Context: an optimization exercise on an open-source flow, tuned for small area. The choices shown serve that exercise and are no tape-out recipe.
In this exercise RTL edits were held to simulation tests only and were not proved equivalent to the original.
Power is estimated from default activity; no workload was simulated.

==> flow/run.sh <==
#!/bin/bash
# Standard ORFS layout (the standard.sh, standard synthesis) with
#  - single-drive buffers on the ports instead of the default delay cells,
#  - a clock tree of larger sink clusters and no dummy loads.
set -euo pipefail
export BUFFER_PORTS_ARGS="-buffer_cell sky130_fd_sc_hd__buf_1"
export CTS_ARGS="-sink_clustering_enable -repair_clock_nets -dont_use_dummy_load -buf_list sky130_fd_sc_hd__clkbuf_16 -sink_clustering_size 25 -sink_clustering_max_diameter 80"
bash standard.sh > standard.log 2>&1
==> standard.sh <==
#!/bin/bash
# synth_recipe.tcl (not shown) runs the flow's synth.tcl, then flattens the netlist and writes it again
# the make line also repeats each setting of config.mk as NAME=value (left out here)
make -C /OpenROAD-flow-scripts/flow DESIGN_CONFIG=/design/flow/config.mk WORK_HOME=/design/flow/orfs CLKGATE_MAP_FILE= SYNTH_SCRIPT=/design/flow/synth_recipe.tcl "${@:-finish}"
==> config.mk <==
export PLATFORM = sky130hd
export DESIGN_NAME = regfile_scoreboard
export DESIGN_NICKNAME = regfile_scoreboard
export VERILOG_FILES = /design/flow/design.v
export SDC_FILE = /design/flow/constraint.sdc
export NUM_CORES = 8
export LEC_CHECK = 0
export CAP_MARGIN = 20
export CORE_MARGIN = 2
export CORE_UTILIZATION = 55
export SLEW_MARGIN = 20
export SYNTH_HIERARCHICAL = 1
==> constraint.sdc <==
create_clock -name core_clock -period 8.0 [get_ports {clk}]
set_input_delay 1.6000 -clock core_clock [delete_from_list [all_inputs] [get_ports {clk}]]
set_output_delay 1.6000 -clock core_clock [all_outputs]
set_load 0.01 [all_outputs]
==> design.v <==
module rf_hold (
    input  logic q,
    input  logic load,
    input  logic d,
    input  logic keep,
    output logic n
);
    assign n = !((q | load) & (d | keep));
endmodule
module rf_aoi3 (
    input  logic [2:0] d,
    input  logic [2:0] s,
    output logic       y_n
);
    assign y_n = !((d[0] & s[0]) | (d[1] & s[1]) | (d[2] & s[2]));
endmodule
module rf_aoi1 (
    input  logic d,
    input  logic s,
    output logic y_n
);
    assign y_n = !(d & s);
endmodule
module rf_nand4 (
    input  logic [3:0] p_n,
    output logic       y
);
    assign y = !(&p_n);
endmodule
module rf_or3 (
    input  logic [2:0] p,
    output logic       y
);
    assign y = |p;
endmodule
module rf_unphase (
    input  logic y_ph,
    input  logic inv,
    output logic y
);
    assign y = y_ph ^ inv;
endmodule
module rf_merge11 (
    input  logic [10:0] p_n,
    output logic        y
);
    assign y = !(&p_n);
endmodule
module rf_sel32 (
    input  logic [31:0] d,
    input  logic [31:0] s,
    input  logic        inv,
    output logic        y
);
    logic [11:0] w_part;
    logic [2:0]  w_p;
    logic        w_yPh;
    for (genvar j = 0; j < 10; j++) begin : g_aoi
        rf_aoi3 u_aoi (.d(d[3*j +: 3]), .s(s[3*j +: 3]), .y_n(w_part[j]));
    end
    rf_aoi1 u_aoi1a (.d(d[30]), .s(s[30]), .y_n(w_part[10]));
    rf_aoi1 u_aoi1b (.d(d[31]), .s(s[31]), .y_n(w_part[11]));
    for (genvar j = 0; j < 3; j++) begin : g_m
        rf_nand4 u_nand (.p_n(w_part[4*j +: 4]), .y(w_p[j]));
    end
    rf_or3     u_or   (.p(w_p), .y(w_yPh));
    rf_unphase u_unph (.y_ph(w_yPh), .inv(inv), .y(y));
endmodule
module rf_sel31 (
    input  logic [30:0] d,
    input  logic [30:0] s,
    output logic        y
);
    logic [10:0] w_part;
    for (genvar j = 0; j < 10; j++) begin : g_aoi
        rf_aoi3 u_aoi (.d(d[3*j +: 3]), .s(s[3*j +: 3]), .y_n(w_part[j]));
    end
    rf_aoi1 u_aoi1 (.d(d[30]), .s(s[30]), .y_n(w_part[10]));
    rf_merge11 u_merge (.p_n(w_part), .y(y));
endmodule
module rf_nand2 (
    input  logic a,
    input  logic b,
    output logic y
);
    assign y = !(a && b);
endmodule
module rf_nand3 (
    input  logic a,
    input  logic b,
    input  logic c,
    output logic y
);
    assign y = !(a && b && c);
endmodule
module rf_rdsel (
    input  logic lo,
    input  logic hi,
    input  logic wsel_n,
    output logic sel
);
    assign sel = lo && hi && wsel_n;
endmodule
module rf_busynx (
    input  logic busy,
    input  logic wsel_n,
    input  logic keep_all,
    input  logic lo,
    input  logic hi,
    output logic n
);
    assign n = (lo && hi) || (busy && wsel_n && keep_all);
endmodule
module regfile_scoreboard #(
    parameter int XLEN   = 32,
    parameter int AW     = 5,
    parameter int NUM_RD = 2,
    parameter int BYPASS = 1
) (
    input  logic                   clk,
    input  logic                   rst,
    input  logic                   wr_en,
    input  logic [AW-1:0]          wr_addr,
    input  logic [XLEN-1:0]        wr_data,
    input  logic [NUM_RD*AW-1:0]   rd_addr,
    output logic [NUM_RD*XLEN-1:0] rd_data,
    output logic [NUM_RD-1:0]      rd_busy,
    input  logic                   iss_en,
    input  logic [AW-1:0]          iss_addr,
    output logic                   iss_ready,
    input  logic                   flush,
    output logic [(1<<AW)-1:0]     busy_vec,
    output logic [AW:0]            pend_cnt
);
    localparam int NREGS = 1 << AW;
    logic [XLEN-1:0]  r_regs [1:NREGS-1];
    logic [XLEN-1:0]  w_regsNext [1:NREGS-1];
    logic [NREGS-1:1] r_busy;
    logic [NREGS-1:1] w_busyNext;
    logic [AW:0]      r_pendCnt;
    logic             r_phase;
    logic [XLEN-1:0]  w_wrDataPh;
    logic [NREGS-1:0] w_busyAll;
    logic [NREGS-1:1] w_wrSelN;
    logic [NREGS-1:1] w_keep;
    logic [NREGS-1:1] w_load;
    logic [3:0]       w_wrLo;
    logic [7:0]       w_wrHi;
    logic [3:0]       w_issLo;
    logic [7:0]       w_issHi;
    logic             w_wrLive;
    logic             w_issHitWr;
    logic             w_issFire;
    logic             w_issSet;
    logic             w_busyKeep;
    logic             w_rstN;
    logic             w_inc;
    logic             w_dec;
    assign w_busyAll = {r_busy, 1'b0};
    assign w_wrLive   = wr_en && (wr_addr != '0);
    assign w_issHitWr = w_wrLive && (wr_addr == iss_addr);
    assign iss_ready  = !w_busyAll[iss_addr] || w_issHitWr;
    assign w_issFire  = iss_en && iss_ready && (iss_addr != '0) && !flush;
    assign w_issSet   = w_issFire && !rst;
    assign w_busyKeep = !rst && !flush;
    assign w_rstN     = !rst;
    for (genvar i = 0; i < 4; i++) begin : g_lo
        assign w_wrLo[i]  = (wr_addr[1:0] == 2'(i));
        assign w_issLo[i] = (iss_addr[1:0] == 2'(i));
    end
    for (genvar i = 0; i < 8; i++) begin : g_hi
        assign w_wrHi[i]  = wr_en && (wr_addr[4:2] == 3'(i));
        assign w_issHi[i] = w_issSet && (iss_addr[4:2] == 3'(i));
    end
    for (genvar k = 1; k < NREGS; k++) begin : g_row
        rf_nand2 u_wsel (.a(w_wrLo[k%4]), .b(w_wrHi[k/4]), .y(w_wrSelN[k]));
        rf_nand2 u_load (.a(w_wrSelN[k]), .b(w_rstN), .y(w_load[k]));
        rf_nand3 u_keep (.a(w_wrLo[k%4]), .b(w_wrHi[k/4]), .c(w_rstN), .y(w_keep[k]));
        rf_busynx u_busy (
            .busy(r_busy[k]), .wsel_n(w_wrSelN[k]), .keep_all(w_busyKeep),
            .lo(w_issLo[k%4]), .hi(w_issHi[k/4]), .n(w_busyNext[k])
        );
        for (genvar b = 0; b < XLEN; b++) begin : g_bit
            rf_hold u_hold (
                .q(r_regs[k][b]), .load(w_load[k]), .d(w_wrDataPh[b]), .keep(w_keep[k]),
                .n(w_regsNext[k][b])
            );
        end
    end
    assign w_wrDataPh = wr_data ^ {XLEN{r_phase}};
    always_ff @(posedge clk) begin
        r_phase <= !rst && !r_phase;
        for (int k = 1; k < NREGS; k++) begin
            r_regs[k] <= w_regsNext[k];
        end
    end
    always_ff @(posedge clk) begin
        r_busy <= w_busyNext;
    end
    assign w_inc = w_issFire && !w_busyAll[iss_addr];
    assign w_dec = w_wrLive && w_busyAll[wr_addr] && !(w_issFire && w_issHitWr);
    always_ff @(posedge clk) begin
        if (rst || flush) begin
            r_pendCnt <= '0;
        end else if (w_inc && !w_dec) begin
            r_pendCnt <= r_pendCnt + 1'b1;
        end else if (w_dec && !w_inc) begin
            r_pendCnt <= r_pendCnt - 1'b1;
        end
    end
    for (genvar g = 0; g < NUM_RD; g++) begin : g_rd
        logic [AW-1:0]    w_addr;
        logic             w_fwd;
        logic [3:0]       w_lo;
        logic [7:0]       w_hi;
        logic [NREGS-1:1] w_sel;
        logic             w_inv;
        assign w_addr = rd_addr[g*AW +: AW];
        assign w_fwd  = w_wrLive && (wr_addr == w_addr);
        for (genvar i = 0; i < 4; i++) begin : g_lo
            assign w_lo[i] = (w_addr[1:0] == 2'(i));
        end
        for (genvar i = 0; i < 8; i++) begin : g_hi
            assign w_hi[i] = (w_addr[4:2] == 3'(i));
        end
        for (genvar k = 1; k < NREGS; k++) begin : g_sel
            rf_rdsel u_sel (.lo(w_lo[k%4]), .hi(w_hi[k/4]), .wsel_n(w_wrSelN[k]), .sel(w_sel[k]));
        end
        assign w_inv = r_phase && (w_addr != '0) && !w_fwd;
        for (genvar b = 0; b < XLEN; b++) begin : g_bit
            logic [NREGS-1:1] w_in;
            for (genvar k = 1; k < NREGS; k++) begin : g_in
                assign w_in[k] = r_regs[k][b];
            end
            rf_sel32 u_sel (.d({wr_data[b], w_in}), .s({w_fwd, w_sel}), .inv(w_inv),
                            .y(rd_data[g*XLEN + b]));
        end
        rf_sel31 u_busy (.d(r_busy), .s(w_sel), .y(rd_busy[g]));
    end
    assign busy_vec = w_busyAll;
    assign pend_cnt = r_pendCnt;
endmodule
==> impl_metrics.toml, run 1 <==
[routing]
num_vias = 44400
post_drt_wl_per_cell_um = 41.7
drt_iter0_markers = 12100
route.detailed.drc = 0
via_per_inst = 9.10
totalWireLength_um = 204000
drt_first_pass_iters = 20
antenna_left = 0

[global_routing]
grt_pass1_vias = 41800
antenna_found_initial = 14
grt_max_degree = 38
grt_pass1_wl_um = 288000
grt_overflow_total = 0
grtUsageTotal_pct = 52.9

[run_status]
status = "complete, no violations"

[critical_path]
worstPathMaxFanout = 17
worstSetupEndpointType = "output pin"
worstSetupPathType = "in2out"
arrival_ps = 6050
worstPathRequired_ps = 6400
startpoint_type = "primary input"

[timing]
tightest_slew_ps = 1300
maxSlewHeadroom_pct = 13.3
rsz0062_at_grt = "false"
setup_viol = 0
fin_crit_ps = 7650
final-max-slew-violation-count = 0
finalClockSkew_ps = 95.1
timing.hold.ws_ps = 478
hold_violations = 0
fin_ws_ps = 348
fmax_mhz = 131
period_share_pct = 95.7

[synth]
synth_top_cell_by_area = "dfxtp_1"
synth_warnings = 10
synth_edf_count = 0
syn_avg_cell_area_um2 = 11.0
ys_types = 53
yosys_register_bits = 1030
synth_cells = 3569
synth.area.top_cells = "dfxtp_1, a222oi_1, o22ai_1"
synth_flop_cell = "dfxtp_1"
synth_top_area_share_pct = 52.7
ys_seq_area_share_pct = 52.7
synth_nets = 3633
async_reset_ff_share_pct = 0
synth_area_mm2 = 0.0391

[clock_tree]
holdBufCountCts = 0
htreeDepth = 2
cts_made_buffers = 49
clkSlewWorstSetupHoldPaths_ps = 90
cts_setup_buffers = 0
cts_root_buffer = "clkbuf_16"
worst_skew_pair.late_latency_ps = 680
cts.repair.resized = 0
cts_tree = "done"
cts.sink_count = 1030
clk_path_buf_depth = 3

[cells_and_area]
regArea_mm2 = 0.0206
fin_area_mm2 = 0.0438
syn_to_final_growth_pct = 12.0
nFillCells = 5802
multi_input_area_mm2 = 0.0188
drive_gt1_share_pct = 7.95
mostFrequentLayoutCell = "dfxtp_1"
layout_common_cells = "dfxtp_1, o22ai_1, a222oi_1"
final_nets = 3991

[power_and_ir_drop]
power_density_mw_per_mm2 = 232
combPwrFrac_pct = 15.1
max-vdd-ir-drop_v = 0.000242
power_uw = 10200
p_int_uw = 7110
p_sw_share_pct = 30.1
seq_power_share_pct = 57.7
p_leak_uw = 0.0157
switchingPower_uw = 3060
p_clk_share_pct = 27.2

[placed_design]
port_buffers = 160
postPlaceCellArea_mm2 = 0.0425
place_ws_ps = 672
dp_hpwl_um = 117000
finalWeightedCongestion = 1.02

[floorplan]
die_w_um = 271
io_pins = 162
start_util_pct = 55.7
rows = 97
dieArea_mm2 = 0.0733
coreArea_mm2 = 0.0703
chipHeight_um = 271

[job]
maxCapViolCount = 0

[worst_hold_path]
hold_path_class = "reg2reg"
## Yosys cell counts (all sizes together) (3+ instances only)
library cell / instances
and2: 4
nand3: 42
nor3: 13
nor2b: 8
o21ai: 5
inv: 10
and3: 64
ha: 6
mux2i: 5
a21oi: 4
clkbuf: 19
dfxtp: 1030
xnor2: 12
buf: 6
nor3b: 7
nor4: 7
nand2b: 3
or3: 66
mux4: 16
a222oi: 660
nand4: 197
nor2: 24
nand2: 211
o22ai: 993
xor2: 101
a32o: 32
## metrics by stage
stage          setup TNS [ps]  util, %  cells
2_1_floorplan           -2470        -   3569
3_3_place_gp                0     60.4   4813
3_5_place_dp                0     60.5   4815
4_1_cts                     0     62.2   4864
5_1_grt                     0     62.3   4868
6_report                    0     62.4   4881
## Yosys stat by module (local to each module, per instance), excerpt
module      flip-flops and latches  cell area (um^2)
rf_hold                          0              6.26
rf_unphase                       0              8.76
rf_busynx                        0              10.0
rf_aoi3                          0              10.0
rf_nand3                         0              5.00
rf_aoi1                          0              3.75
rf_rdsel                         0              6.26
rf_nand2                         0              3.75
rf_or3                           0              6.26
rf_nand4                         0              6.26
rf_merge11                       0              23.8
## critical path, cell delays in order
cell	delay (ps)
buf_1	450
nand2_1	150
nor2_1	590
nand2_1	220
and3_1	560
buf_4	400
a222oi_1	370
nand4_1	690
or3_1	650
xor2_1	180
buf_1	170
## final cells by class
class / count / share of cell area [%]
Sequential cell: 1030 / 47.1
Multi-Input combinational cell: 2504 / 42.8
Timing Repair Buffer: 332 / 4.44
Clock buffer: 49 / 2.80
Tap cell: 940 / 2.68
Antenna cell: 16 / 0.0914
Inverter: 10 / 0.0857
## kinds of logic after synthesis
kind of cell / after synthesis / share of synthesized area (%)
other: 1 / 0.00959
XOR/XNOR: 113 / 2.53
adder cells (fa/ha/maj): 7 / 0.243
AND/OR/NAND/NOR: 656 / 8.91
AO/OA/AOI/OAI: 1705 / 33.9
multiplexers: 22 / 1.14
buffers and inverters: 35 / 0.515
flip-flops: 1030 / 52.7
## path summary, 6_finish.rpt
kind / start / endpoint / slack [ps] / cells past startpoint
worst max-delay path: wr_addr[2] / rd_data[17] / 350 / 11
worst min-delay path: r_regs[7][3] / r_regs[7][3] / 480 / 1
worst max register to register: r_busy[11] / r_pendCnt[4] / 4380 / 12
worst min register to register: r_regs[7][3] / r_regs[7][3] / 480 / 1
## power by group through the flow
stage | combinational, uW | sequential [uW] | clock (uW)
floorplan | 813 | 5880 | 0
global placement | 1380 | 5930 | 0
detailed placement | 1420 | 5960 | 0
CTS | 1420 | 5850 | 2730
global route | 1540 | 5910 | 2900
finish | 1530 | 5870 | 2770
## per-layer routing
| layer | vias to the layer above | part of all wire [%] | global-route usage [%] |
|---|---|---|---|
| met2 | 4987 | 39 | 72.4 |
| met3 | 1308 | 19 | 26.1 |
| met5 | - | 0.16 | 1.51 |
| li1 | 17000 | - | - |
| met4 | 16 | 9.2 | 36.8 |
| met1 | 21200 | 33 | 64.4 |
## state kept, by name, indices dropped and copies added, names as in the netlist
signal and cells:
r_regs 992, r_phase 1, r_pendCnt 6, r_busy 31
==> run 2, diff against run 1 <==
--- a/config.mk
+++ b/config.mk
@@ -7,6 +7,7 @@
 export LEC_CHECK = 0
 export CAP_MARGIN = 20
 export CORE_MARGIN = 2
-export CORE_UTILIZATION = 55
+export CORE_UTILIZATION = 50
+export PLACE_DENSITY = 0.7
 export SLEW_MARGIN = 20
 export SYNTH_HIERARCHICAL = 1
==> impl_metrics.toml, run 2 <==
[timing]
period_share_pct = 90.4
maxSlewHeadroom_pct = 11.5
setup_viol = 0
fmax_mhz = 138
final-max-slew-violation-count = 0
rsz0062_at_grt = "false"
hold_violations = 0
finalClockSkew_ps = 58.3
tightest_slew_ps = 1330
tns_ps = 0
fin_crit_ps = 7230

[routing]
totalWireLength_um = 184000
drt_iter0_markers = 10900
antenna_left = 0
route.detailed.drc = 0
via_per_inst = 8.62
post_drt_wl_per_cell_um = 37.4
num_vias = 42500
drt_first_pass_iters = 17

[synth]
syn_avg_cell_area_um2 = 11.0
synth_top_area_share_pct = 52.7
synth_edf_count = 0
ys_seq_area_share_pct = 52.7
async_reset_ff_share_pct = 0
ys_types = 53
synth_warnings = 10
synth.area.top_cells = "dfxtp_1, a222oi_1, o22ai_1"
synthTopCellsByCount = "dfxtp_1, o22ai_1, a222oi_1, nand2_1, nand4_1"
synth.most_common_cell = "dfxtp_1"
synth_cells = 3569
synth_flop_cell = "dfxtp_1"
synth_top_cell_by_area = "dfxtp_1"
synth_area_mm2 = 0.0391
synth_nets = 3633
yosys_register_bits = 1030

[clock_tree]
cts.sink_count = 1030
cts_tree = "done"
clkSlewWorstSetupHoldPaths_ps = 100
worst_skew_pair.late_latency_ps = 680
cts_setup_buffers = 0
cts_root_buffer = "clkbuf_16"
holdBufCountCts = 0
clk_path_buf_depth = 3
cts_made_buffers = 49
cts.repair.resized = 0
htreeDepth = 2

[power_and_ir_drop]
switchingPower_uw = 2970
p_int_uw = 7110
max-vdd-ir-drop_v = 0.000264
p_leak_uw = 0.0155
combPwrFrac_pct = 14.7
p_sw_share_pct = 29.5
p_clk_share_pct = 27.2
power_density_mw_per_mm2 = 230
seq_power_share_pct = 58.1

[critical_path]
startpoint_type = "primary input"
worstPathRequired_ps = 6400
worstSetupPathType = "in2out"
worstSetupEndpointType = "output pin"
r2r-start = "r_busy[12]"
r2r_cells = 12
worstPathMaxFanout = 33
arrival_ps = 5630
worstReg2RegEnd = "r_pendCnt[4]"
r2r_setup_slack_ps = 4450

[global_routing]
grt_overflow_total = 0
antenna_found_initial = 3
grt_max_degree = 49
grt_pass1_vias = 39200
grtUsageTotal_pct = 43.0
grt_pass1_wl_um = 262000

[cells_and_area]
drive_gt1_share_pct = 8.01
final_nets = 3951
instances_no_fill = 4926
layout_common_cells = "dfxtp_1, o22ai_1, a222oi_1"
fin_area_mm2 = 0.0438
largest_register = "r_regs"
nFillCells = 6848
top_regs = "r_regs: 992 flops, r_busy: 31 flops, r_pendCnt: 6 flops"
mostFrequentLayoutCell = "dfxtp_1"
syn_to_final_growth_pct = 11.9
largest_reg_flops = 992

[worst_hold_path]
whs_endpoint = "r_regs[31][8]"
hold_path_class = "reg2reg"
hold_path_depth = 1
holdCritStartpoint = "r_regs[31][8]"

[floorplan]
coreArea_mm2 = 0.0775
dieArea_mm2 = 0.0805
io_pins = 162
chipHeight_um = 284
rows = 102
start_util_pct = 50.5
die_w_um = 284

[placed_design]
finalWeightedCongestion = 1.07
dp_hpwl_um = 103000
port_buffers = 160
postPlaceCellArea_mm2 = 0.0424
place_inst = 4870

[job]
maxCapViolCount = 0

[run_status]
status = "complete, no violations"
[run 2: cell counts after synthesis]
Identical to the previous run, type by type.
[run 2: area by class of cell]
class | count | area [um^2] | area share (%)
timing repair buffer | 292 | 1760 | 4.02
multi-input combinational | 2504 | 18800 | 43.0
inverter | 10 | 37.5 | 0.0858
clock buffer | 49 | 1230 | 2.80
antenna | 1 | 2.50 | 0.00572
tap | 1040 | 1300 | 2.97
sequential | 1030 | 20600 | 47.1
[run 2: metrics by stage]
stage                     setup WS, ps  power, uW  utilization, %  hold WS, ps
final                              765      10100            56.5          474
after CTS                         1030       9950            56.3          473
after floorplan                  -38.6       6690               -          443
after global placement            1090       7300            54.6          451
after global routing               634      10300            56.5          484
after detailed placement          1040       7340            54.7          460
[run 2: worst max path at each step]
stage	endpoint	depth (start not counted)	from
after floorplan	rd_data[0]	6	wr_addr[0]
after global placement	rd_data[5]	10	wr_addr[3]
after detailed placement	rd_data[5]	10	wr_addr[3]
after CTS	rd_data[5]	10	wr_addr[3]
after global routing	rd_data[59]	10	wr_addr[3]
final	rd_data[27]	10	wr_addr[3]
[run 2: kinds of logic after synthesis]
kind of cell             count (synthesis)  synth area share (%)
adder cells (fa/ha/maj)                  7                 0.243
flip-flops                            1030                  52.7
buffers and inverters                   35                 0.515
AO/OA/AOI/OAI                         1705                  33.9
AND/OR/NAND/NOR                        656                  8.91
other                                    1               0.00959
XOR/XNOR                               113                  2.53
multiplexers                            22                  1.14
[run 2: routing by layer]
layer	global-route usage [%]	up-vias	wire length, um
met5	0.655	-	53
met3	18.6	933	34900
met1	56.8	20000	64600
met4	27.1	4	14500
met2	56.8	4575	70100
li1	-	16900	-
[run 2: worst max-delay path, stage by stage]
cell and delay (ps):
buf_1 430, nand2b_1 140, nor2_1 600, nand2_1 230
and3_2 630, a222oi_1 480, nand4_1 520, or3_1 620
xor2_1 180, buf_1 170
[run 2: power by group through the flow]
stage               registers [uW]  logic [uW]  clock network [uW]
floorplan                     5880         813                   0
global placement              5940        1360                   0
detailed placement            5950        1380                   0
CTS                           5840        1390                2720
global route                  5900        1500                2900
finish                        5850        1480                2740
[run 2: per-module statistics from Yosys, one instance, submodules excluded, a selection]
module,copies in the design,cells inside,flops+latches
rf_aoi1,130,1,0
regfile_scoreboard,1,1273,1030
rf_nand2,62,1,0
rf_hold,992,1,0
rf_nand3,31,1,0
rf_rdsel,62,1,0
==> run 3, diff against run 2 <==
--- a/config.mk
+++ b/config.mk
@@ -8,6 +8,6 @@
 export CAP_MARGIN = 20
 export CORE_MARGIN = 2
 export CORE_UTILIZATION = 50
-export PLACE_DENSITY = 0.7
+export PLACE_DENSITY = 0.8
 export SLEW_MARGIN = 20
 export SYNTH_HIERARCHICAL = 1
==> impl_metrics.toml, run 3 <==
[cells_and_area]
top_regs = "r_regs: 992 flops, r_busy: 31 flops, r_pendCnt: 6 flops"
final_nets = 3993
largest_register = "r_regs"
mostFrequentLayoutCell = "dfxtp_1"
multi_input_area_mm2 = 0.0188
largest_reg_flops = 992
syn_to_final_growth_pct = 12.3
fin_area_mm2 = 0.0439
nFillCells = 6661
drive_gt1_share_pct = 7.97
layout_common_cells = "dfxtp_1, o22ai_1, a222oi_1"
regArea_mm2 = 0.0206
instances_no_fill = 4970

[synth]
ys_seq_area_share_pct = 52.7
synth_area_mm2 = 0.0391
synth_top_cell_by_area = "dfxtp_1"
async_reset_ff_share_pct = 0
synth.area.top_cells = "dfxtp_1, a222oi_1, o22ai_1"
synth_warnings = 10
synth_flop_cell = "dfxtp_1"
synth_nets = 3633
synth_edf_count = 0
synthTopCellsByCount = "dfxtp_1, o22ai_1, a222oi_1, nand2_1, nand4_1"
synth.most_common_cell = "dfxtp_1"
synth_top_area_share_pct = 52.7
ys_types = 53
synth_cells = 3569
yosys_register_bits = 1030
syn_avg_cell_area_um2 = 11.0

[clock_tree]
clkSlewWorstSetupHoldPaths_ps = 100
cts.repair.resized = 0
worst_skew_pair.late_latency_ps = 660
holdBufCountCts = 0
clk_path_buf_depth = 3
cts_root_buffer = "clkbuf_16"
cts_tree = "done"
htreeDepth = 2
cts.sink_count = 1030
cts_setup_buffers = 0
cts_made_buffers = 48

[floorplan]
chipHeight_um = 284
coreArea_mm2 = 0.0775
dieArea_mm2 = 0.0805
io_pins = 162
rows = 102
start_util_pct = 50.5
die_w_um = 284

[critical_path]
critPathMaxStageDelay_ps = 600
arrival_ps = 5740
crit_chain = "buf_1, nor2b_1, buf_4, nand2_1, and3_1, buf_4, a222oi_1, nand4_1, or3_1, xor2_1, buf_1"
worstPathRequired_ps = 6400
worstPathMaxFanout = 19
critPathSlowestCell = "and3_1"
startpoint_type = "primary input"
worstSetupPathType = "in2out"
worstSetupEndpointType = "output pin"

[power_and_ir_drop]
power_uw = 10100
p_leak_uw = 0.0158
max-vdd-ir-drop_v = 0.000235
power_density_mw_per_mm2 = 229

[timing]
fin_crit_ps = 7340
final-max-slew-violation-count = 0
fmax_mhz = 136
period_share_pct = 91.8
rsz0062_at_grt = "false"
setup_viol = 0
maxSlewHeadroom_pct = 11.6
tns_ps = 0
tightest_slew_ps = 1330
hold_violations = 0
timing.hold.ws_ps = 475
finalClockSkew_ps = 48.3

[job]
maxCapViolCount = 0

[global_routing]
grt_pass1_wl_um = 258000
grt_max_degree = 63
antenna_found_initial = 5
grtUsageTotal_pct = 41.7
grt_overflow_total = 0
grt_pass1_vias = 40000

[placed_design]
port_buffers = 160
dp_hpwl_um = 106000
place_inst = 4915
postPlaceCellArea_mm2 = 0.0426
finalWeightedCongestion = 1.07

[routing]
drt_iter0_markers = 12600
route.detailed.drc = 0
totalWireLength_um = 179000
via_per_inst = 8.73
antenna_left = 0
num_vias = 43400
post_drt_wl_per_cell_um = 36.0
drt_first_pass_iters = 17

[run_status]
status = "complete, no violations"

[worst_hold_path]
hold_path_class = "reg2reg"
run 3: final cells by class:
type                       instances  share of cell area (%)
clock buffer                      48                    2.73
multi-input combinational       2504                    42.7
sequential                      1030                    46.9
antenna                            3                  0.0171
timing repair buffer             335                    4.54
tap                             1040                    2.96
inverter                          10                  0.0854
run 3: worst max-delay path, delay by kind of cell:
| family | cells | cell delay [ps] |
|---|---|---|
| AND/OR/NAND/NOR | 5 | 2110 |
| XOR/XNOR | 1 | 190 |
| AO/OA/AOI/OAI | 1 | 590 |
| buffers and inverters | 4 | 1230 |
run 3: worst paths after layout:
kind                        from        endpoint  slack (ps)  cells past startpoint
setup reg to reg      r_busy[12]    r_pendCnt[4]        4410                     12
hold reg to reg   r_regs[31][12]  r_regs[31][12]         480                      1
hold / removal    r_regs[31][12]  r_regs[31][12]         480                      1
setup / recovery      wr_addr[1]     rd_data[51]         660                     11
run 3: layer usage:
layer	wire length, um	GRT usage [%]	vias up
met5	103	1.13	-
met4	15200	27.1	6
met3	37500	20.0	1090
met2	66900	54.2	5077
met1	59300	54.2	20200
li1	-	-	17000
run 3: cell families after synthesis:
group / Yosys count / synth area share, %
simple gates: 656 / 8.91
other cells: 1 / 0.00959
fa+ha+maj: 7 / 0.243
buf+inv: 35 / 0.515
mux: 22 / 1.14
compound gates: 1705 / 33.9
xor+xnor: 113 / 2.53
flops: 1030 / 52.7
run 3: modules after synthesis, one instance, submodules excluded, excerpt:
module | copies in the design | flops+latches
rf_rdsel | 62 | 0
rf_nand4 | 192 | 0
rf_hold | 992 | 0
rf_nand3 | 31 | 0
rf_nand2 | 62 | 0
rf_or3 | 64 | 0
rf_unphase | 64 | 0
rf_merge11 | 2 | 0
rf_aoi1 | 130 | 0
rf_busynx | 31 | 0
regfile_scoreboard | 1 | 1030
rf_aoi3 | 660 | 0
run 3: through the flow:
stage	setup WS (ps)	util [%]
after floorplan	-38.6	-
after global placement	1030	54.9
after detailed placement	1020	55.0
after CTS	998	56.5
after global routing	692	56.7
final	657	56.7
run 3: power by group:
part | internal [uW] | total [uW] | switching (uW)
Clock | 1070 | 2700 | 1630
Sequential | 5540 | 5870 | 330
Combinational | 481 | 1480 | 1000
==> run 4, diff against run 3 <==
--- a/config.mk
+++ b/config.mk
@@ -8,6 +8,6 @@
 export CAP_MARGIN = 20
 export CORE_MARGIN = 2
 export CORE_UTILIZATION = 50
-export PLACE_DENSITY = 0.8
+export PLACE_DENSITY = 0.75
 export SLEW_MARGIN = 20
 export SYNTH_HIERARCHICAL = 1
==> impl_metrics.toml, run 4 <==
[worst_hold_path]
hold_path_class = "reg2reg"

[global_routing]
grt_pass1_wl_um = 260000
grtUsageTotal_pct = 42.2
antenna_found_initial = 12
grt_max_degree = 63
grt_overflow_total = 0
grt_pass1_vias = 39400

[power_and_ir_drop]
p_leak_uw = 0.0156
p_clk_share_pct = 27.2
p_sw_share_pct = 29.5
combPwrFrac_pct = 14.8
power_density_mw_per_mm2 = 230
switchingPower_uw = 2980
seq_power_share_pct = 58.0
p_int_uw = 7110
max-vdd-ir-drop_v = 0.000149

[routing]
via_per_inst = 8.71
route.detailed.drc = 0
post_drt_wl_per_cell_um = 36.5
drt_first_pass_iters = 15
num_vias = 43100
antenna_left = 0
totalWireLength_um = 181000
drt_iter0_markers = 11300

[placed_design]
postPlaceCellArea_mm2 = 0.0425
dp_hpwl_um = 105000
finalWeightedCongestion = 1.03
port_buffers = 160

[synth]
synth_warnings = 10
async_reset_ff_share_pct = 0
ys_seq_area_share_pct = 52.7
synth_cells = 3569
synth.area.top_cells = "dfxtp_1, a222oi_1, o22ai_1"
synth_area_mm2 = 0.0391
synth_flop_cell = "dfxtp_1"
synth.most_common_cell = "dfxtp_1"
synth_top_cell_by_area = "dfxtp_1"
synthTopCellsByCount = "dfxtp_1, o22ai_1, a222oi_1, nand2_1, nand4_1"
synth_top_area_share_pct = 52.7
synth_nets = 3633
synth_edf_count = 0
syn_avg_cell_area_um2 = 11.0
ys_types = 53
yosys_register_bits = 1030

[critical_path]
worstSetupEndpointType = "output pin"
worstPathMaxFanout = 18
critPathMaxStageDelay_ps = 790
crit_chain = "buf_1, nand2b_1, nor3_1, nand2_1, and3_1, buf_4, a222oi_1, nand4_1, or3_1, xor2_1, buf_1"
arrival_ps = 6040
cp_common_cell = "buf_1"
worstPathRequired_ps = 6400
critPathSlowestCell = "nor3_1"
startpoint_type = "primary input"
worstSetupPathType = "in2out"

[cells_and_area]
largest_reg_flops = 992
layout_common_cells = "dfxtp_1, o22ai_1, a222oi_1"
drive_gt1_share_pct = 7.84
nFillCells = 6791
final_nets = 3967
mostFrequentLayoutCell = "dfxtp_1"
top_regs = "r_regs: 992 flops, r_busy: 31 flops, r_pendCnt: 6 flops"
syn_to_final_growth_pct = 12.0
largest_register = "r_regs"
fin_area_mm2 = 0.0438
post-route-util_pct = 56.6

[timing]
finalClockSkew_ps = 34.5
tightest_slew_ps = 1250
period_share_pct = 95.4
setup_viol = 0
fin_crit_ps = 7640
fmax_mhz = 131
hold_violations = 0
rsz0062_at_grt = "false"
maxSlewHeadroom_pct = 16.4
final-max-slew-violation-count = 0
tns_ps = 0

[clock_tree]
cts_root_buffer = "clkbuf_16"
holdBufCountCts = 0
clkSlewWorstSetupHoldPaths_ps = 90
cts_made_buffers = 49
cts_tree = "done"
cts_setup_buffers = 0
clk_path_buf_depth = 3
cts.repair.resized = 0
htreeDepth = 2
cts.sink_count = 1030
worst_skew_pair.late_latency_ps = 670

[floorplan]
coreArea_mm2 = 0.0775
die_w_um = 284
rows = 102
start_util_pct = 50.5
io_pins = 162
chipHeight_um = 284
dieArea_mm2 = 0.0805

[job]
maxCapViolCount = 0

[run_status]
status = "complete, no violations"
-- run 4: cell counts after synthesis --
No cell type changed its count.
-- run 4: cells by family after synthesis --
kind of cell               count (synthesis)  share of synthesized area (%)
AOI/OAI and AO/OA                       1705                           33.9
buffers and inverters                     35                          0.515
other                                      1                        0.00959
muxes                                     22                           1.14
DFF                                     1030                           52.7
and+or+nand+nor                          656                           8.91
xor gates and xnor gates                 113                           2.53
adders and majority gates                  7                          0.243
-- run 4: cell type report --
type / count / area, um^2 / share of cell area, %
antenna: 5 / 12.5 / 0.0286
clock buffer: 49 / 1230 / 2.80
inverter: 10 / 37.5 / 0.0857
multi-input combinational: 2504 / 18800 / 42.9
sequential: 1030 / 20600 / 47.1
tap: 1040 / 1300 / 2.97
timing repair buffer: 308 / 1800 / 4.11
-- run 4: through the flow --
stage / cells / power [uW] / hold WS [ps] / setup WS (ps)
2_1_floorplan: 3569 / 6690 / 443 / -38.6
3_3_place_gp: 4888 / 7290 / 451 / 889
3_5_place_dp: 4889 / 7340 / 459 / 880
4_1_cts: 4938 / 9930 / 472 / 836
5_1_grt: 4941 / 10300 / 484 / 235
6_report: 4946 / 10100 / 473 / 364
-- run 4: path summary, 6_finish.rpt --
kind | from | cells past startpoint | endpoint | slack (ps)
min | r_regs[31][0] | 1 | r_regs[31][0] | 470
min reg2reg | r_regs[31][0] | 1 | r_regs[31][0] | 470
max | wr_addr[4] | 11 | rd_data[13] | 360
max reg2reg | r_busy[22] | 12 | r_pendCnt[4] | 4430
-- run 4: power by group through the flow --
stage / Clock, uW / Combinational, uW / Sequential (uW)
detailed placement: 0 / 1380 / 5950
finish: 2740 / 1490 / 5860
global route: 2880 / 1510 / 5900
global placement: 0 / 1360 / 5940
floorplan: 0 / 813 / 5880
CTS: 2710 / 1390 / 5840
-- run 4: modules after synthesis (local to each module, per instance), excerpt --
module / flip-flops and latches / times used / cells inside
regfile_scoreboard: 1030 / 1 / 1273
rf_aoi1: 0 / 130 / 1
rf_hold: 0 / 992 / 1
rf_merge11: 0 / 2 / 4
rf_nand2: 0 / 62 / 1
rf_or3: 0 / 64 / 1
rf_unphase: 0 / 64 / 1
-- run 4: critical path, delay by kind of cell --
kind | cells | cell delay, ps
XOR/XNOR | 1 | 180
AND/OR/NAND/NOR | 6 | 2850
AO/OA/AOI/OAI | 1 | 610
buffers and inverters | 3 | 770
-- run 4: routing by layer --
layer,track usage (%),up-vias,part of all wire [%]
li1,-,16900,-
met1,55.3,20300,34
met3,17.9,989,19
met4,26.6,12,7.7
met2,56.7,4796,39
met5,0.0595,-,0.051
==> run 5, diff against run 4 <==
--- a/config.mk
+++ b/config.mk
@@ -7,7 +7,7 @@
 export LEC_CHECK = 0
 export CAP_MARGIN = 20
 export CORE_MARGIN = 2
-export CORE_UTILIZATION = 50
-export PLACE_DENSITY = 0.75
+export CORE_UTILIZATION = 45
+export PLACE_DENSITY = 0.7
 export SLEW_MARGIN = 20
 export SYNTH_HIERARCHICAL = 1
==> impl_metrics.toml, run 5 <==
[timing]
setup_viol = 0
rsz0062_at_grt = "false"
maxSlewHeadroom_pct = 13.7
period_share_pct = 94.2
final-max-slew-violation-count = 0
fin_ws_ps = 463
tightest_slew_ps = 1290
fmax_mhz = 133
finalClockSkew_ps = 49.5
fin_crit_ps = 7540
hold_violations = 0

[critical_path]
cp_common_cell = "buf_1"
r2r_setup_slack_ps = 4390
worstPathMaxFanout = 33
critPathSlowestCell = "nor3_1"
worstReg2RegEnd = "r_pendCnt[4]"
r2r-start = "r_busy[12]"
crit_chain = "buf_1, nand2b_1, nor3_1, nand2_1, and3_2, a222oi_1, nand4_1, or3_1, xor2_1, buf_1"
arrival_ps = 5940
startpoint = "wr_addr[4]"
worstPathRequired_ps = 6400
critPathMaxStageDelay_ps = 940
startpoint_type = "primary input"
worstSetupEndpointType = "output pin"
worstSetupPathType = "in2out"
r2r_cells = 12

[synth]
syn_avg_cell_area_um2 = 11.0
synth_top_area_share_pct = 52.7
synth_flop_cell = "dfxtp_1"
synth_cells = 3569
synth_nets = 3633
synth_warnings = 10
ys_types = 53
ys_seq_area_share_pct = 52.7
synth.area.top_cells = "dfxtp_1, a222oi_1, o22ai_1"
synth_area_mm2 = 0.0391
synthTopCellsByCount = "dfxtp_1, o22ai_1, a222oi_1, nand2_1, nand4_1"
synth_top_cell_by_area = "dfxtp_1"
synth_edf_count = 0
async_reset_ff_share_pct = 0
synth.most_common_cell = "dfxtp_1"
yosys_register_bits = 1030

[placed_design]
port_buffers = 160
place_ws_ps = 1000
postPlaceCellArea_mm2 = 0.0425
dp_hpwl_um = 108000
finalWeightedCongestion = 1.09

[cells_and_area]
nFillCells = 7879
post-route-util_pct = 50.7
syn_to_final_growth_pct = 12.1
largest_reg_flops = 992
drive_gt1_share_pct = 7.74
fin_area_mm2 = 0.0438
largest_register = "r_regs"
layout_common_cells = "dfxtp_1, o22ai_1, a222oi_1"
final_nets = 3954
top_regs = "r_regs: 992 flops, r_busy: 31 flops, r_pendCnt: 6 flops"
mostFrequentLayoutCell = "dfxtp_1"

[clock_tree]
cts_root_buffer = "clkbuf_16"
clk_path_buf_depth = 3
cts.sink_count = 1030
cts_made_buffers = 48
htreeDepth = 2
cts_tree = "done"
holdBufCountCts = 0
clkSlewWorstSetupHoldPaths_ps = 100
worst_skew_pair.late_latency_ps = 650
cts.repair.resized = 0
cts_setup_buffers = 0

[power_and_ir_drop]
max-vdd-ir-drop_v = 0.000171
power_density_mw_per_mm2 = 230
p_leak_uw = 0.0155

[job]
maxCapViolCount = 0

[global_routing]
grt_util_met1_pct = 50.9
grt_use_met3_pct = 17.2
busiest_layer = "met2"
grt_max_degree = 63
grt_pass1_wl_um = 266000
grtUsageTotal_pct = 39.4
grt_overflow_total = 0
grt_pass1_vias = 39600
antenna_found_initial = 5
use_met2_pct = 53.2

[floorplan]
start_util_pct = 45.2
io_pins = 162
rows = 108
chipHeight_um = 299
dieArea_mm2 = 0.0893
coreArea_mm2 = 0.0865
die_w_um = 299

[routing]
via_per_inst = 8.53
route.detailed.drc = 0
antenna_left = 0
totalWireLength_um = 186000
num_vias = 43000
post_drt_wl_per_cell_um = 37.0
drt_first_pass_iters = 14
drt_iter0_markers = 11100

[worst_hold_path]
hold_path_class = "reg2reg"
hold_path_depth = 1
whs_endpoint = "r_regs[31][17]"
holdCritStartpoint = "r_regs[31][17]"

[run_status]
status = "complete, no violations"
run 5: cell counts after synthesis:
No cell type changed its count.
run 5: per-stage QoR:
stage | total power [uW] | instances | TNS [ps] | hold slack [ps]
finish | 10100 | 5045 | 0 | 473
global route | 10300 | 5044 | 0 | 488
CTS | 9940 | 5041 | 0 | 476
detailed placement | 7350 | 4993 | 0 | 459
global placement | 7310 | 4991 | 0 | 451
floorplan | 6690 | 3569 | -2470 | 443
run 5: modules after synthesis, one instance, submodules excluded, a selection:
module / cells / copies in the design / flops+latches / area (um^2)
rf_nand3: 1 / 31 / 0 / 5.00
regfile_scoreboard: 1273 / 1 / 1030 / 22500
rf_nand2: 1 / 62 / 0 / 3.75
rf_hold: 1 / 992 / 0 / 6.26
rf_busynx: 1 / 31 / 0 / 10.0
rf_rdsel: 1 / 62 / 0 / 6.26
rf_or3: 1 / 64 / 0 / 6.26
rf_aoi1: 1 / 130 / 0 / 3.75
rf_aoi3: 1 / 660 / 0 / 10.0
rf_merge11: 4 / 2 / 0 / 23.8
rf_nand4: 1 / 192 / 0 / 6.26
rf_unphase: 1 / 64 / 0 / 8.76
run 5: layer usage:
metal  share of wire [%]  routed length [um]
met5               0.014                  27
met4                 8.3               15500
met2                  38               70700
met3                  19               34800
met1                  35               65300
run 5: cell type report:
cell class                      count  area, um^2  share of cell area (%)
Inverter                           10        37.5                  0.0856
Sequential cell                  1030       20600                    47.0
Antenna cell                        2        5.00                  0.0114
Clock buffer                       48        1200                    2.74
Tap cell                         1155        1450                    3.30
Multi-Input combinational cell   2504       18800                    43.0
Timing Repair Buffer              296        1690                    3.84
run 5: how the worst max path moves through the flow:
stage	end	cells after the start
6_report	rd_data[15]	10
5_1_grt	rd_data[15]	10
4_1_cts	rd_data[2]	11
3_5_place_dp	rd_data[2]	11
3_3_place_gp	rd_data[2]	11
2_1_floorplan	rd_data[0]	6
run 5: power by group:
group          internal, uW  switching [uW]
Clock                  1080            1640
Combinational           478            1020
Sequential             5540             325
run 5: critical path, delay by kind of cell:
kind	cells	cell delay, ps
XOR/XNOR	1	510
AND/OR/NAND/NOR	6	2930
buffers and inverters	2	400
AO/OA/AOI/OAI	1	440
run 5: cell families after synthesis:
logic type	Yosys count	synth area share, %
flip-flops	1030	52.7
adder cells (fa/ha/maj)	7	0.243
XOR/XNOR	113	2.53
other	1	0.00959
AO/OA/AOI/OAI	1705	33.9
multiplexers	22	1.14
buffers and inverters	35	0.515
AND/OR/NAND/NOR	656	8.91
==> run 6, diff against run 5 <==
==> flow/run.sh (replaced) <==
#!/bin/bash
# Standard ORFS layout (the standard.sh, standard synthesis) with
#  - single-drive buffers on the ports instead of the default delay cells,
#  - a clock tree of larger sink clusters and no dummy loads,
#  - power recovery (downsizing gates off the critical paths) after global routing.
set -euo pipefail
export BUFFER_PORTS_ARGS="-buffer_cell sky130_fd_sc_hd__buf_1"
export CTS_ARGS="-sink_clustering_enable -repair_clock_nets -dont_use_dummy_load -buf_list sky130_fd_sc_hd__clkbuf_16 -sink_clustering_size 25 -sink_clustering_max_diameter 80"
export RECOVER_POWER=100
bash standard.sh > standard.log 2>&1
--- a/config.mk
+++ b/config.mk
@@ -7,7 +7,6 @@
 export LEC_CHECK = 0
 export CAP_MARGIN = 20
 export CORE_MARGIN = 2
-export CORE_UTILIZATION = 45
-export PLACE_DENSITY = 0.7
+export CORE_UTILIZATION = 50
 export SLEW_MARGIN = 20
 export SYNTH_HIERARCHICAL = 1
==> impl_metrics.toml, run 6 <==
[run_status]
status = "finished with violations"
violatedChecks = "capacitance limit, slew limit"

[synth]
synth-adder-area-share_pct = 0.243
yosys_register_bits = 1030
synth_top_cell_by_area = "dfxtp_1"
synth.most_common_cell = "dfxtp_1"
synth_warnings = 10
synthMuxAreaShare_pct = 1.14
synth_edf_count = 0
ys_seq_area_share_pct = 52.7
ys_types = 53
synth_xor_area_share_pct = 2.53
synthTopCellsByCount = "dfxtp_1, o22ai_1, a222oi_1, nand2_1, nand4_1"
async_reset_ff_share_pct = 0
synth_nets = 3633
synth_flop_cell = "dfxtp_1"
synth_top_area_share_pct = 52.7
syn_avg_cell_area_um2 = 11.0
synth_area_mm2 = 0.0391
synth_top_family_by_area = "compound AO/OA/AOI/OAI gates"
synth_cells = 3569
synth_compound_area_share_pct = 33.9
synth.area.top_cells = "dfxtp_1, a222oi_1, o22ai_1"
synth-simple-area-share_pct = 8.91

[floorplan]
coreArea_mm2 = 0.0775
die_w_um = 284
chipHeight_um = 284
start_util_pct = 50.5
io_pins = 162
rows = 102
dieArea_mm2 = 0.0805

[clock_tree]
cts.repair.resized = 0
clkSlewWorstSetupHoldPaths_ps = 90
worst_skew_pair.late_latency_ps = 670
htreeDepth = 2
cts.sink_count = 1030
cts_made_buffers = 50
cts_root_buffer = "clkbuf_16"
holdBufCountCts = 0
cts_setup_buffers = 0
cts_tree = "done"
clk_path_buf_depth = 3

[placed_design]
dp_hpwl_um = 120000
postPlaceCellArea_mm2 = 0.0425
finalWeightedCongestion = 1.04
port_buffers = 160

[routing]
drt_first_pass_iters = 15
num_vias = 44100
drt_iter0_markers = 11700
totalWireLength_um = 211000
route.detailed.drc = 0
via_per_inst = 8.90
post_drt_wl_per_cell_um = 42.6
antenna_left = 0

[critical_path]
worstSetupPathType = "in2out"
worstReg2RegEnd = "r_pendCnt[4]"
cp_common_cell = "clkbuf_1"
startpoint = "wr_addr[0]"
critPathSlowestCell = "clkbuf_2"
crit_end = "rd_data[43]"
r2r_setup_slack_ps = 4390
worstPathRequired_ps = 6400
worstSetupEndpointType = "output pin"
r2r-start = "r_busy[23]"
critPathMaxStageDelay_ps = 1160
worstPathMaxFanout = 33
r2r_cells = 12
crit_chain = "clkbuf_1, clkbuf_1, or4_1, o21ai_0, nor4_4, buf_4, a211oi_4, clkbuf_2, xor2_1, buf_1"
startpoint_type = "primary input"
arrival_ps = 6150

[power_and_ir_drop]
max-vdd-ir-drop_v = 0.000168
p_leak_uw = 0.0155
power_density_mw_per_mm2 = 234

[timing]
hold_violations = 0
period_share_pct = 96.9
fin_crit_ps = 7750
tightest_slew_ps = 3270
maxSlewHeadroom_pct = -118
fmax_mhz = 129
tns_ps = 0
rsz0062_at_grt = "false"
finalClockSkew_ps = 56.1
setup_viol = 0
final-max-slew-violation-count = 1023

[worst_hold_path]
hold_path_class = "reg2reg"

[cells_and_area]
drive_gt1_share_pct = 6.90
nFillCells = 6745
regArea_mm2 = 0.0206
fin_area_mm2 = 0.0437
largest_reg_flops = 992
top_regs = "r_regs: 992 flops, r_busy: 31 flops, r_pendCnt: 6 flops"
largest_register = "r_regs"
syn_to_final_growth_pct = 11.6
multi_input_area_mm2 = 0.0187
final_nets = 3980
layout_common_cells = "dfxtp_1, o22ai_1, a222oi_1"
mostFrequentLayoutCell = "dfxtp_1"

[global_routing]
grt_pass1_wl_um = 296000
antenna_found_initial = 14
grt_max_degree = 63
grt_pass1_vias = 42100
grtUsageTotal_pct = 49.6
grt_overflow_total = 0

[job]
maxCapViolCount = 32
run 6: worst min-delay path by stage:
stage / startpoint / to / slack [ps] / cells past startpoint
2_1_floorplan: r_regs[10][0] / r_regs[10][0] / 440 / 1
3_3_place_gp: r_regs[28][16] / r_regs[28][16] / 450 / 1
3_5_place_dp: r_regs[22][0] / r_regs[22][0] / 460 / 1
4_1_cts: r_regs[31][30] / r_regs[31][30] / 470 / 1
5_1_grt: r_regs[17][18] / r_regs[17][18] / 490 / 1
6_report: r_regs[5][1] / r_regs[5][1] / 470 / 1
run 6: per-module statistics from Yosys, one instance, submodules excluded, a selection:
module	flops+latches	area, um^2	cells inside	copies in the design
rf_hold	0	6.26	1	992
rf_aoi3	0	10.0	1	660
rf_nand4	0	6.26	1	192
rf_merge11	0	23.8	4	2
rf_nand3	0	5.00	1	31
rf_or3	0	6.26	1	64
rf_aoi1	0	3.75	1	130
rf_rdsel	0	6.26	1	62
regfile_scoreboard	1030	22500	1273	1
rf_nand2	0	3.75	1	62
rf_unphase	0	8.76	1	64
rf_busynx	0	10.0	1	31
run 6: cell type report:
cell class / instances / share of cell area (%)
Antenna cell: 5 / 0.0287
Clock buffer: 50 / 2.87
Inverter: 10 / 0.0860
Multi-Input combinational cell: 2504 / 42.8
Sequential cell: 1030 / 47.2
Tap cell: 1040 / 2.98
Timing Repair Buffer: 320 / 3.97
run 6: per-layer routing:
metal  vias up  share of wire, %  GRT usage, %
li1      16900                 -             -
met1     21200                34          62.0
met2      4834                39          67.0
met3      1122                18          22.3
met4        12               8.8          36.0
met5         -             0.062         0.655
run 6: through the flow:
stage / std cells / setup WS, ps / total power [uW] / hold WS [ps] / utilization (%)
2_1_floorplan: 3569 / -38.6 / 6690 / 443 / -
3_3_place_gp: 4902 / 842 / 7330 / 450 / 54.8
3_5_place_dp: 4902 / 780 / 7400 / 459 / 54.9
4_1_cts: 4952 / 774 / 10100 / 475 / 56.5
5_1_grt: 4957 / 208 / 10400 / 487 / 56.4
6_report: 4959 / 246 / 10200 / 475 / 56.4
run 6: cells by family after synthesis:
kind of cell             count (synthesis)
XOR/XNOR                               113
buffers and inverters                   35
other                                    1
multiplexers                            22
flip-flops                            1030
AO/OA/AOI/OAI                         1705
AND/OR/NAND/NOR                        656
adder cells (fa/ha/maj)                  7
run 6: power breakdown:
part           internal, uW  total, uW  switching, uW
combinational           477       1540           1060
sequential             5540       5870            331
clock                  1120       2810           1700
total                  7130      10200           3090
run 6: worst max-delay path, delay by kind of cell:
family          cells  cell delay, ps
compound gates      2            1010
simple gates        2             700
buf+inv             5            2350
xor+xnor            1             380
==> run 7, diff against run 6 <==
==> flow/run.sh (replaced) <==
#!/bin/bash
# Standard ORFS layout (the standard.sh, standard synthesis) with
#  - single-drive buffers on the ports instead of the default delay cells,
#  - a clock tree of larger sink clusters and no dummy loads.
set -euo pipefail
export BUFFER_PORTS_ARGS="-buffer_cell sky130_fd_sc_hd__buf_1"
export CTS_ARGS="-sink_clustering_enable -repair_clock_nets -dont_use_dummy_load -buf_list sky130_fd_sc_hd__clkbuf_8 -sink_clustering_size 16 -sink_clustering_max_diameter 60"
bash standard.sh > standard.log 2>&1
--- a/config.mk
+++ b/config.mk
@@ -8,5 +8,6 @@
 export CAP_MARGIN = 20
 export CORE_MARGIN = 2
 export CORE_UTILIZATION = 50
+export PLACE_DENSITY = 0.7
 export SLEW_MARGIN = 20
 export SYNTH_HIERARCHICAL = 1
==> impl_metrics.toml, run 7 <==
[run_status]
status = "complete, no violations"

[synth]
synth_cells = 3569
synthTopCellsByCount = "dfxtp_1, o22ai_1, a222oi_1, nand2_1, nand4_1"
synth_warnings = 10
ys_types = 53
synth_flop_cell = "dfxtp_1"
synth.area.top_cells = "dfxtp_1, a222oi_1, o22ai_1"
async_reset_ff_share_pct = 0
synth_nets = 3633
yosys_register_bits = 1030
synth_top_area_share_pct = 52.7
ys_seq_area_share_pct = 52.7
synth.most_common_cell = "dfxtp_1"
synth_top_cell_by_area = "dfxtp_1"
synth_edf_count = 0
synth_area_mm2 = 0.0391
syn_avg_cell_area_um2 = 11.0

[global_routing]
grt_pass1_wl_um = 263000
antenna_found_initial = 6
grtUsageTotal_pct = 43.2
grt_overflow_total = 0
grt_pass1_vias = 39200
grt_max_degree = 49

[placed_design]
place_inst = 4870
dp_hpwl_um = 103000
postPlaceCellArea_mm2 = 0.0424
place_ws_ps = 1040
port_buffers = 160
finalWeightedCongestion = 1.07

[clock_tree]
cts_root_buffer = "clkbuf_8"
holdBufCountCts = 0
clkSlewWorstSetupHoldPaths_ps = 90
worst_skew_pair.late_latency_ps = 710
cts.repair.resized = 0
cts_setup_buffers = 0
cts.sink_count = 1030
htreeDepth = 3
clk_path_buf_depth = 3
cts_made_buffers = 77
cts_tree = "done"

[critical_path]
worstPathRequired_ps = 6400
worstReg2RegEnd = "r_pendCnt[4]"
worstSetupEndpointType = "output pin"
r2r_cells = 12
r2r-start = "r_busy[12]"
worstPathMaxFanout = 33
arrival_ps = 5670
startpoint_type = "primary input"
worstSetupPathType = "in2out"
r2r_setup_slack_ps = 4420

[routing]
drt_first_pass_iters = 17
num_vias = 42800
antenna_left = 0
via_per_inst = 8.63
drt_iter0_markers = 11100
post_drt_wl_per_cell_um = 37.4
totalWireLength_um = 185000
route.detailed.drc = 0

[timing]
fmax_mhz = 138
period_share_pct = 90.8
rsz0062_at_grt = "false"
fin_ws_ps = 732
maxSlewHeadroom_pct = 14.5
finalClockSkew_ps = 42.8
fin_crit_ps = 7270
final-max-slew-violation-count = 0
tns_ps = 0
setup_viol = 0
hold_violations = 0
tightest_slew_ps = 1280

[floorplan]
rows = 102
start_util_pct = 50.5
coreArea_mm2 = 0.0775
dieArea_mm2 = 0.0805
die_w_um = 284
chipHeight_um = 284
io_pins = 162

[power_and_ir_drop]
max-vdd-ir-drop_v = 0.000190
power_density_mw_per_mm2 = 227
power_uw = 9870
p_leak_uw = 0.0155

[cells_and_area]
syn_to_final_growth_pct = 11.4
mostFrequentLayoutCell = "dfxtp_1"
largest_register = "r_regs"
largest_reg_flops = 992
final_nets = 3978
drive_gt1_share_pct = 8.64
layout_common_cells = "dfxtp_1, o22ai_1, a222oi_1"
top_regs = "r_regs: 992 flops, r_busy: 31 flops, r_pendCnt: 6 flops"
fin_area_mm2 = 0.0436
instances_no_fill = 4955

[job]
maxCapViolCount = 0

[worst_hold_path]
hold_path_depth = 1
whs_endpoint = "r_regs[20][10]"
hold_path_class = "reg2reg"
holdCritStartpoint = "r_regs[20][10]"
==> run 7: final cells by class <==
class                           instances  area [um^2]
Multi-Input combinational cell       2504        18800
Timing Repair Buffer                  291         1730
Fill cell                            6865        33900
Tap cell                             1040         1300
Antenna cell                            3         7.51
Clock buffer                           77         1060
Inverter                               10         37.5
Sequential cell                      1030        20600
==> run 7: report_power, final <==
group	leakage, uW	switching (uW)	internal, uW	total (uW)
Clock	0.000554	1670	866	2540
Combinational	0.00630	1000	477	1480
Sequential	0.00863	317	5540	5850
==> run 7: logic make-up after synthesis <==
logic type,after synthesis,synth area share [%]
flops,1030,52.7
compound gates,1705,33.9
other cells,1,0.00959
simple gates,656,8.91
xor+xnor,113,2.53
fa+ha+maj,7,0.243
buf+inv,35,0.515
mux,22,1.14
==> run 7: metal layers <==
metal  vias up  GRT usage (%)  wire length (um)
li1      16900              -                 -
met1     20100           56.7             64300
met2      4689           56.7             69800
met3      1030           19.5             35500
met4         4           27.8             15300
met5         -          0.714                34
==> run 7: how the worst max path moves through the flow <==
stage          startpoint           to  slack, ps  depth (start not counted)
2_1_floorplan  wr_addr[0]   rd_data[0]        -40                          6
3_3_place_gp   wr_addr[3]   rd_data[5]       1090                         10
3_5_place_dp   wr_addr[3]   rd_data[5]       1040                         10
4_1_cts        wr_addr[3]   rd_data[5]       1030                         10
5_1_grt        wr_addr[3]  rd_data[59]        650                         10
6_report       wr_addr[3]  rd_data[38]        730                         10
==> run 7: metrics by stage <==
stage | hold slack [ps] | util (%)
detailed placement | 460 | 54.7
CTS | 473 | 56.1
floorplan | 443 | -
global route | 482 | 56.2
global placement | 451 | 54.6
finish | 472 | 56.3
==> run 7: critical path, stage by stage <==
cell and delay [ps]:
buf_1 440, nand2b_1 150, nor2_1 620, nand2_1 230, and3_2 640, a222oi_1 430
nand4_1 330, or3_1 460, xor2_1 520, buf_1 210
==> run 7: per-module statistics from Yosys (local to each module, per instance), excerpt <==
module	area, um^2	cells inside
rf_rdsel	6.26	1
rf_aoi1	3.75	1
rf_busynx	10.0	1
rf_aoi3	10.0	1
rf_hold	6.26	1
rf_nand3	5.00	1
rf_unphase	8.76	1
rf_or3	6.26	1
rf_merge11	23.8	4
regfile_scoreboard	22500	1273
rf_nand2	3.75	1
rf_nand4	6.26	1
==> run 8, diff against run 7 <==
--- a/config.mk
+++ b/config.mk
@@ -7,7 +7,7 @@
 export LEC_CHECK = 0
 export CAP_MARGIN = 20
 export CORE_MARGIN = 2
-export CORE_UTILIZATION = 50
+export CORE_UTILIZATION = 45
 export PLACE_DENSITY = 0.7
 export SLEW_MARGIN = 20
 export SYNTH_HIERARCHICAL = 1
==> impl_metrics.toml, run 8 <==
[power_and_ir_drop]
max-vdd-ir-drop_v = 0.000144
p_leak_uw = 0.0155
power_uw = 9880
power_density_mw_per_mm2 = 226

[synth]
synth_nets = 3633
synth_top_area_share_pct = 52.7
synth_area_mm2 = 0.0391
synth_top_cell_by_area = "dfxtp_1"
ys_types = 53
yosys_register_bits = 1030
synth_edf_count = 0
synthTopCellsByCount = "dfxtp_1, o22ai_1, a222oi_1, nand2_1, nand4_1"
ys_seq_area_share_pct = 52.7
synth.most_common_cell = "dfxtp_1"
synth_flop_cell = "dfxtp_1"
synth_cells = 3569
syn_avg_cell_area_um2 = 11.0
synth_warnings = 10
synth.area.top_cells = "dfxtp_1, a222oi_1, o22ai_1"
async_reset_ff_share_pct = 0

[critical_path]
worstSetupPathType = "in2out"
crit_chain = "buf_1, nand2b_1, nor2_1, nand2_1, and3_2, a222oi_1, nand4_1, or3_1, xor2_1, buf_1"
worstSetupEndpointType = "output pin"
critPathSlowestCell = "nor2_1"
r2r_cells = 12
critPathMaxStageDelay_ps = 740
worst-path-buf-inv = 2
arrival_ps = 5850
crit_family = "simple AND/OR/NAND/NOR gates"
r2r-start = "r_busy[12]"
worstReg2RegEnd = "r_pendCnt[4]"
startpoint_type = "primary input"
cp_common_cell = "buf_1"
worstPathMaxFanout = 33
r2r_setup_slack_ps = 4380
worstPathRequired_ps = 6400

[floorplan]
io_pins = 162
chipHeight_um = 299
die_w_um = 299
rows = 108
dieArea_mm2 = 0.0893
start_util_pct = 45.2
coreArea_mm2 = 0.0865

[clock_tree]
cts_root_buffer = "clkbuf_8"
clk_path_buf_depth = 3
cts.sink_count = 1030
cts.repair.resized = 0
worst_skew_pair.late_latency_ps = 740
cts_setup_buffers = 0
htreeDepth = 3
cts_tree = "done"
holdBufCountCts = 0
clkSlewWorstSetupHoldPaths_ps = 100
cts_made_buffers = 76

[worst_hold_path]
hold_path_class = "reg2reg"
whs_endpoint = "r_regs[31][17]"
holdCritStartpoint = "r_regs[31][17]"
hold_path_depth = 1

[cells_and_area]
final_nets = 3983
layout_common_cells = "dfxtp_1, o22ai_1, a222oi_1"
post-route-util_pct = 50.6
mostFrequentLayoutCell = "dfxtp_1"
largest_register = "r_regs"
instances_no_fill = 5077
syn_to_final_growth_pct = 11.8
top_regs = "r_regs: 992 flops, r_busy: 31 flops, r_pendCnt: 6 flops"
drive_gt1_share_pct = 8.45
largest_reg_flops = 992

[global_routing]
grt_pass1_vias = 39700
antenna_found_initial = 5
grt_overflow_total = 0
grt_pass1_wl_um = 266000
grt_max_degree = 63
grtUsageTotal_pct = 39.6

[routing]
totalWireLength_um = 187000
drt_first_pass_iters = 17
post_drt_wl_per_cell_um = 36.9
route.detailed.drc = 0
antenna_left = 0
num_vias = 43200
drt_iter0_markers = 11300
via_per_inst = 8.51

[timing]
rsz0062_at_grt = "false"
final-max-slew-violation-count = 0
maxSlewHeadroom_pct = 12.9
fin_crit_ps = 7450
period_share_pct = 93.1
tightest_slew_ps = 1310
setup_viol = 0
hold_violations = 0
fmax_mhz = 134
timing.hold.ws_ps = 473
finalClockSkew_ps = 84.0

[run_status]
status = "complete, no violations"

[job]
maxCapViolCount = 0

[placed_design]
finalWeightedCongestion = 1.09
dp_hpwl_um = 108000
place_inst = 4993
port_buffers = 160
run 8: cell counts after synthesis:
Identical to the previous run, type by type.
run 8: worst max-delay path by stage:
| stage | from | end | slack [ps] | cells after the start |
|---|---|---|---|---|
| finish | wr_addr[2] | rd_data[44] | 550 | 10 |
| global route | wr_addr[2] | rd_data[44] | 560 | 10 |
| CTS | wr_addr[4] | rd_data[2] | 980 | 11 |
| detailed placement | wr_addr[4] | rd_data[2] | 1000 | 11 |
| global placement | wr_addr[4] | rd_data[2] | 1000 | 11 |
| floorplan | wr_addr[0] | rd_data[0] | -40 | 6 |
run 8: modules after synthesis, one instance, submodules excluded, a selection:
module	cells	cell area, um^2
regfile_scoreboard	1273	22500
rf_busynx	1	10.0
rf_nand2	1	3.75
rf_merge11	4	23.8
rf_aoi3	1	10.0
rf_nand4	1	6.26
rf_hold	1	6.26
rf_unphase	1	8.76
rf_or3	1	6.26
rf_nand3	1	5.00
rf_aoi1	1	3.75
rf_rdsel	1	6.26
run 8: kinds of logic after synthesis:
group | count (synthesis) | share of synthesized area, %
compound gates | 1705 | 33.9
buf+inv | 35 | 0.515
other cells | 1 | 0.00959
mux | 22 | 1.14
simple gates | 656 | 8.91
flops | 1030 | 52.7
xor+xnor | 113 | 2.53
fa+ha+maj | 7 | 0.243
run 8: through the flow:
step                setup TNS (ps)  area, um^2  worst slack, ps
floorplan                    -2470       39100            -38.6
global placement                 0       42500              995
detailed placement               0       42500             1000
CTS                              0       43600              984
global route                     0       43700              563
finish                           0       43700              550
run 8: worst register-to-register path, stage by stage (launching register included):
cell	delay (ps)
dfxtp_1	460
mux4_2	570
mux4_2	490
mux2i_1	140
a211o_1	140
ha_1	270
inv_1	180
ha_1	320
nor2b_1	130
o21a_1	170
o21ai_0	120
or3b_2	450
a21oi_1	140
run 8: metal layers:
metal / GRT usage [%] / up-vias / routed length [um] / part of all wire (%)
li1: - / 16900 / - / -
met1: 51.1 / 20400 / 65100 / 35
met2: 53.4 / 4718 / 71700 / 38
met3: 17.4 / 1094 / 35100 / 19
met4: 25.4 / 6 / 15400 / 8.2
met5: 0 / - / 64 / 0.034
run 8: final cells by class:
class / instances / area [um^2]
Fill cell: 7928 / 42800
Timing Repair Buffer: 297 / 1710
Tap cell: 1155 / 1450
Sequential cell: 1030 / 20600
Clock buffer: 76 / 1050
Multi-Input combinational cell: 2504 / 18800
Inverter: 10 / 37.5
Antenna cell: 5 / 12.5
run 8: power by group:
group / internal (uW) / switching (uW)
sequential: 5540 / 324
clock: 855 / 1670
combinational: 478 / 1010

static timing again, ports no longer ideal:
Ports are ideal in the flow. The routed layouts listed here were re-timed in OpenROAD. Step 1, drivers: a clkbuf_16 drives clk and a buf_2 each remaining input, both assumed. Step 2 times the ports against the registers' clock, not the clock port: input delays grow and output delays shrink by t, the midpoint of the rising clock arrivals with the driver on. a / b / c = no drivers / after step 1 / after step 2; a / b = the first two.
| run | t, ns | setup WS [ns] | worst setup path after step 2 | cell pins on the clock port's net |
|---|---|---|---|---|
| run 1 | 0.708 | 0.348 / 0.324 / 0.324 | input to output | 1 |
| run 2 | 0.703 | 0.765 / 0.742 / 0.742 | input to output | 1 |
| run 3 | 0.709 | 0.657 / 0.631 / 0.631 | input to output | 1 |
| run 4 | 0.711 | 0.364 / 0.344 / 0.344 | input to output | 1 |
| run 5 | 0.702 | 0.463 / 0.443 / 0.443 | input to output | 1 |
| run 6 | 0.708 | 0.246 / 0.211 / 0.211 | input to output | 1 |
| run 7 | 0.774 | 0.732 / 0.709 / 0.709 | input to output | 1 |
| run 8 | 0.759 | 0.550 / 0.525 / 0.525 | input to output | 1 |
The setup slack of run 6, which loses most, moves by -0.035 ns with the drivers and by -0.035 ns with both steps.
